What follows belongs to an exercise in optimizing a design on an open flow for small area; a production flow would make more cautious choices.
The RTL was checked by simulation tests, not by an equivalence proof against the original design.
Power and IR drop assume default switching activity. The flow treats the clock pin as an ideal source, which a real chip does not have.

Design binary_neighbor_count_filter, start of the top module:
module binary_neighbor_count_filter #(
  parameter int MAX_WIDTH  = 1024,
  parameter int MAX_HEIGHT = 1024
) (
  input  logic                          clk,
  input  logic                          rst_n,
  input  logic                          cfg_valid,
  output logic                          cfg_ready,
  input  logic [bncf_pkg::CFG_IDX_W-1:0]  cfg_index,
  input  logic [bncf_pkg::CFG_DATA_W-1:0] cfg_data,
  input  logic                          in_valid,
  output logic                          in_ready,
  input  logic                          in_op,
  input  logic [bncf_pkg::PIX_W-1:0]    in_pixel,
  output logic                          out_valid,
  input  logic                          out_ready,
  output logic [bncf_pkg::PIX_W-1:0]    out_value,
  output logic                          out_last
);
Size: roughly 2100 flip-flops, ~40 I/O pins, about 61000 um^2 of cells after synthesis.
Settings: LEC_CHECK=0, CAP_MARGIN=20, CORE_MARGIN=2, CORE_UTILIZATION=70, PLACE_DENSITY=0.8, SLEW_MARGIN=20; clock period 7.0 ns.
standard.sh (not shown) runs the stock make flow with config.mk's settings and CLKGATE_MAP_FILE= SYNTH_SCRIPT=/design/flow/synth_recipe.tcl, a recipe that flattens the netlist after the stock synthesis.
==> flow/flow/run.sh <==
#!/bin/bash
# The standard layout (standard.sh) with two changes: clock tree synthesis
# without dummy loads, using clkbuf_8 in small sink clusters, and port
# buffers of the smallest buffer cell. Every step's output is kept in
# flow_make.log here and ORFS's own per-step logs under orfs/logs.
set -euo pipefail
export CTS_ARGS="-sink_clustering_enable -repair_clock_nets -dont_use_dummy_load -buf_list sky130_fd_sc_hd__clkbuf_16 -sink_clustering_size 36 -sink_clustering_max_diameter 50"
export BUFFER_PORTS_ARGS="-buffer_cell sky130_fd_sc_hd__buf_1"
bash standard.sh finish > flow_make.log 2>&1
==> next run, changes <==
==> flow/run.sh (new file) <==
#!/bin/bash
# synth_recipe.tcl (not shown) runs the flow's synth.tcl, then flattens the netlist and writes it again
# the make line also repeats each setting of config.mk as NAME=value (left out here)
make -C /OpenROAD-flow-scripts/flow DESIGN_CONFIG=/design/flow/config.mk WORK_HOME=/design/flow/orfs CLKGATE_MAP_FILE= SYNTH_SCRIPT=/design/flow/synth_recipe.tcl finish
CORE_UTILIZATION = 85   (was 70)
CTS_BUF_LIST = sky130_fd_sc_hd__clkbuf_8   (was default)
CTS_CLUSTER_DIAMETER = 45   (was default)
CTS_CLUSTER_SIZE = 18   (was default)
PLACE_DENSITY = 0.92   (was 0.8)
removed: flow/flow/run.sh
removed: flow/standard.sh
Effect: Final area is lower by 0.89%. Total power is higher by 0.47%. Wire length rises by 42%. Maximum frequency goes down by 3.0%. Worst hold slack improved by 0.028 ns.
==> next run, changes <==
CORE_UTILIZATION = 70   (was 85)
CTS_CLUSTER_DIAMETER = 40   (was 45)
CTS_CLUSTER_SIZE = 14   (was 18)
PLACE_DENSITY = 0.8   (was 0.92)
Result: Worst hold slack loses 0.012 ns; synthesized cell count does not change; design area rises by 1.5%; count of clock-buffer cells in the layout increases by 49; die area rises by 21%; combinational power fell by 11%; register-to-register slack improves by 0.11 ns; total power shrinks by 0.91%; routed wire length is lower by 30%; global-route usage decreases by 13 points; setup slack improved by 0.11 ns.
==> next run, changes <==
CORE_UTILIZATION = 40   (was 70)
CTS_BUF_LIST = default   (was sky130_fd_sc_hd__clkbuf_8)
CTS_CLUSTER_DIAMETER = default   (was 40)
CTS_CLUSTER_SIZE = default   (was 14)
PLACE_DENSITY = default   (was 0.8)
Effect:
- design area went up by 6.7%
- wire length grows by 1.6%
- worst setup slack got worse by 0.085 ns
- maximum frequency fell by 1.6%
- worst hold slack improved by 0.012 ns
- non-clock buffer count went up by 2
- count of clock-buffer cells in the layout rises by 80
- via count rose by 0.34%
==> next run, changes <==
==> flow/flow/run.sh (new file) <==
#!/bin/bash
# The standard layout (standard.sh) with two changes: clock tree synthesis
# without dummy loads, using clkbuf_8 in small sink clusters, and port
# buffers of the smallest buffer cell. Every step's output is kept in
# flow_make.log here and ORFS's own per-step logs under orfs/logs.
set -euo pipefail
export CTS_ARGS="-sink_clustering_enable -repair_clock_nets -dont_use_dummy_load -buf_list sky130_fd_sc_hd__clkbuf_8 -sink_clustering_size 18 -sink_clustering_max_diameter 45"
export BUFFER_PORTS_ARGS="-buffer_cell sky130_fd_sc_hd__buf_1"
bash standard.sh finish > flow_make.log 2>&1
==> flow/standard.sh (new file) <==
#!/bin/bash
# synth_recipe.tcl (not shown) runs the flow's synth.tcl, then flattens the netlist and writes it again
# the make line also repeats each setting of config.mk as NAME=value (left out here)
make -C /OpenROAD-flow-scripts/flow DESIGN_CONFIG=/design/flow/config.mk WORK_HOME=/design/flow/orfs CLKGATE_MAP_FILE= SYNTH_SCRIPT=/design/flow/synth_recipe.tcl "${@:-finish}"
CORE_UTILIZATION = 70   (was 40)
PLACE_DENSITY = 0.8   (was default)
removed: flow/run.sh
What happened:
- The new run completed with no timing, DRC or antenna violations
- die area shrinks by 42%
- synthesized cell count is unchanged
- total power shrinks by 18%
- non-clock buffer count grows by 2
- via count shrinks by 2.0%

== build 58 ==
binary_neighbor_count_filter, a different RTL version from the one above (not shown whole).
Size: about 2100 flip-flops, ~40 I/O pins, ~61000 um^2 of cells after synthesis.
clock: 7.0 ns
lec_check: 0
cap_margin: 20
core_margin: 2
core_utilization: 70
place_density: 0.8
slew_margin: 20
==> flow/flow/run.sh <==
#!/bin/bash
# The standard layout (standard.sh) with two changes: clock tree synthesis
# without dummy loads, using clkbuf_8 in small sink clusters, and port
# buffers of the smallest buffer cell. Every step's output is kept in
# flow_make.log here and ORFS's own per-step logs under orfs/logs.
set -euo pipefail
export CTS_ARGS="-sink_clustering_enable -repair_clock_nets -dont_use_dummy_load -buf_list sky130_fd_sc_hd__clkbuf_16 -sink_clustering_size 34 -sink_clustering_max_diameter 90"
export BUFFER_PORTS_ARGS="-buffer_cell sky130_fd_sc_hd__buf_1"
bash standard.sh finish > flow_make.log 2>&1
Build 58 reached the final stage; the timing, design-rule and antenna checks on its layout passed.
What build 45 does differently from build 58 at the input level:
Settings: swapping 20 for 5 in CAP_MARGIN; swapping 20 for 5 in SLEW_MARGIN.
--- a/flow/flow/run.sh
+++ b/flow/flow/run.sh
@@ -7 +7 @@
-export CTS_ARGS="-sink_clustering_enable -repair_clock_nets -dont_use_dummy_load -buf_list sky130_fd_sc_hd__clkbuf_16 -sink_clustering_size 34 -sink_clustering_max_diameter 90"
+export CTS_ARGS="-sink_clustering_enable -repair_clock_nets -dont_use_dummy_load -buf_list sky130_fd_sc_hd__clkbuf_16 -sink_clustering_size 30 -sink_clustering_max_diameter 70"
Notes after the runs:
The wire length was comparable across build 58 and build 45.
Going from build 58 to build 45, synthesized area divided by synthesized cell count barely changed, finished layout cell area saw little to no change, number of buffers added by the clock tree synthesis step now sits higher, layout-stage area growth over the synthesis result went up by 0.30 points, post-layout worst setup margin +0.0046 ns.
[compare] base=build 58 new=build 45: maximum frequency was more or less identical, normalized max-slew margin dropped 9.1 points, worst hold slack rose by 0.025 ns.
#### Input delta (build 77 over build 45)
==> flow/flow/run.sh <==
#!/bin/bash
# The standard layout (standard.sh) with two changes: clock tree synthesis
# without dummy loads, using clkbuf_16 in sink clusters of at most 32 sinks
# and 80 um, and port buffers of the smallest buffer cell. Every step's output is kept in
# flow_make.log here and ORFS's own per-step logs under orfs/logs.
set -euo pipefail
export CTS_ARGS="-sink_clustering_enable -repair_clock_nets -dont_use_dummy_load -buf_list sky130_fd_sc_hd__clkbuf_16 -sink_clustering_size 32 -sink_clustering_max_diameter 80"
export BUFFER_PORTS_ARGS="-buffer_cell sky130_fd_sc_hd__buf_1"
bash standard.sh finish > flow_make.log 2>&1
### Flow results
The final layout from build 77, which completed every stage, passed the timing, design-rule and antenna checks at the end of the flow.
Build 77 vs build 45 — post-layout total power dropped slightly
Compared with build 45, in build 77 detail-routed via count per cell saw little to no change, upper clock frequency limit now larger, via count roughly the same, final design area excluding fillers flat, placed cell count held steady.
Looking at worst hold slack after final layout, build 77 sits 0.011 ns lower than build 45 does.
Build 77: length of routed met3 wiring is 130 um lower than what build 45 reported.
Status: final cell count parity (build 77, build 45)
diff inputs: build 77 => build 27
--- a/flow/flow/run.sh
+++ b/flow/flow/run.sh
@@ -3,2 +3,2 @@
-# without dummy loads, using clkbuf_16 in sink clusters of at most 32 sinks
-# and 80 um, and port buffers of the smallest buffer cell. Every step's output is kept in
+# without dummy loads, using clkbuf_8 in small sink clusters, and port
+# buffers of the smallest buffer cell. Every step's output is kept in
==> run summary <==
Looking at the reports, build 27 completed the entire flow and the layout it produced met the timing, design-rule and antenna checks. From build 77 to build 27, worst setup margin did not move at all. As far as global router's overall resource usage goes, build 27 and build 77 are indistinguishable; the numbers are identical. From build 77 to build 27, total of flip-flops plus latches after synthesis did not move at all. From build 27 to build 77, count of placed standard cells in the final layout, fillers left out did not move at all.
For build 13, these inputs were changed with respect to build 27:
Settings: swapping 5 for 20 in CAP_MARGIN; swapping 5 for 20 in SLEW_MARGIN.
--- a/flow/flow/run.sh
+++ b/flow/flow/run.sh
@@ -7 +7 @@
-export CTS_ARGS="-sink_clustering_enable -repair_clock_nets -dont_use_dummy_load -buf_list sky130_fd_sc_hd__clkbuf_16 -sink_clustering_size 32 -sink_clustering_max_diameter 80"
+export CTS_ARGS="-sink_clustering_enable -repair_clock_nets -dont_use_dummy_load -buf_list sky130_fd_sc_hd__clkbuf_16 -sink_clustering_size 30 -sink_clustering_max_diameter 70"
--- outcome ---
- Between build 13 and build 27, routed length per instance is higher for build 13, build 27 comes in under that.
- Initial cell density of the core essentially unchanged between build 13 and build 27.
- Compared to build 27, build 13 has clock network power consumption about 4% higher.
- Build 13 -> build 27: via count of the first global-routing pass flat
- Build 13 and build 27 ended up with nearly the same overall via count from detail_route.
- Total power: build 13 higher than build 27
- Looking at build 13 and build 27, the clock latency at the later pin of the worst-skew pair is a wash.
- Cmp build 13 vs build 27: wire length higher in build 13
- Against build 27, build 13 reports a final area that is higher.
For build 35, these inputs were changed with respect to build 13:
--- a/flow/flow/run.sh
+++ b/flow/flow/run.sh
@@ -7 +7 @@
-export CTS_ARGS="-sink_clustering_enable -repair_clock_nets -dont_use_dummy_load -buf_list sky130_fd_sc_hd__clkbuf_16 -sink_clustering_size 30 -sink_clustering_max_diameter 70"
+export CTS_ARGS="-sink_clustering_enable -repair_clock_nets -dont_use_dummy_load -buf_list sky130_fd_sc_hd__clkbuf_8 -sink_clustering_size 18 -sink_clustering_max_diameter 45"
### Flow results
- | sequential share of layout area | build 35 vs build 13 | ≈ equal |
- Build 35 vs build 13, mean number of vias per cell went down by 0.035.
- On slew at the pin with the worst max-slew slack, the higher figure sits with build 13, not build 35.
- Cell area: build 35 vs build 13, no meaningful difference
- On build 35: met1 demand-to-capacity share in global routing is 0.20 points higher than what build 13 gave.
- The via count of build 35 was inferior to that of build 13.
- Build 35 ends up with lower sum of met2 wire segment lengths after detailed routing than build 13 does.

-- afterwards: timing with drivers on the ports --
Ports are ideal in the flow. The routed layouts listed here were re-timed in OpenROAD.
Step 1 sets driving cells, clkbuf_16 on the clock port and buf_2 on the other inputs (assumed; they add their load-dependent delay and slew).
Step 2 moves the port delays by t, midway between the first and last clock arrival at a register: inputs arrive t later, outputs are due t later. That takes back most of the time a late clock gives input paths.
Three values: no drivers, after step 1, after step 2; two values: the first two.
| run | shift t [ns] | slack for setup (ns) | worst hold slack (ns) | worst data-port slew with drivers (ns) |
|---|---|---|---|---|
| the first run of note 1 | 0.762 | 1.942 / 1.942 / 1.942 | 0.403 / 0.403 / 0.403 | 0.05 |
| the second run of note 1 | 0.906 | 1.787 / 1.787 / 1.787 | 0.431 / 0.431 / 0.431 | 0.04 |
| the third run of note 1 | 0.913 | 1.892 / 1.892 / 1.892 | 0.419 / 0.419 / 0.419 | 0.05 |
| the fourth run of note 1 | 0.869 | 1.807 / 1.807 / 1.807 | 0.431 / 0.431 / 0.431 | 0.04 |
| the fifth run of note 1 | 0.862 | 1.985 / 1.985 / 1.985 | 0.384 / 0.384 / 0.384 | 0.05 |
| build 58 | 0.685 | 2.437 / 2.437 / 2.437 | 0.371 / 0.371 / 0.371 | 0.04 |
| build 45 | 0.693 | 2.441 / 2.441 / 2.441 | 0.397 / 0.397 / 0.397 | 0.04 |
| build 77 | 0.700 | 2.483 / 2.483 / 2.483 | 0.386 / 0.386 / 0.386 | 0.04 |
| build 27 | 0.700 | 2.483 / 2.483 / 2.483 | 0.386 / 0.386 / 0.386 | 0.04 |
| build 13 | 0.693 | 2.447 / 2.447 / 2.447 | 0.399 / 0.399 / 0.399 | 0.04 |
| build 35 | 0.867 | 2.491 / 2.491 / 2.491 | 0.372 / 0.372 / 0.372 | 0.04 |
After both steps setup and hold are still met in every run listed.
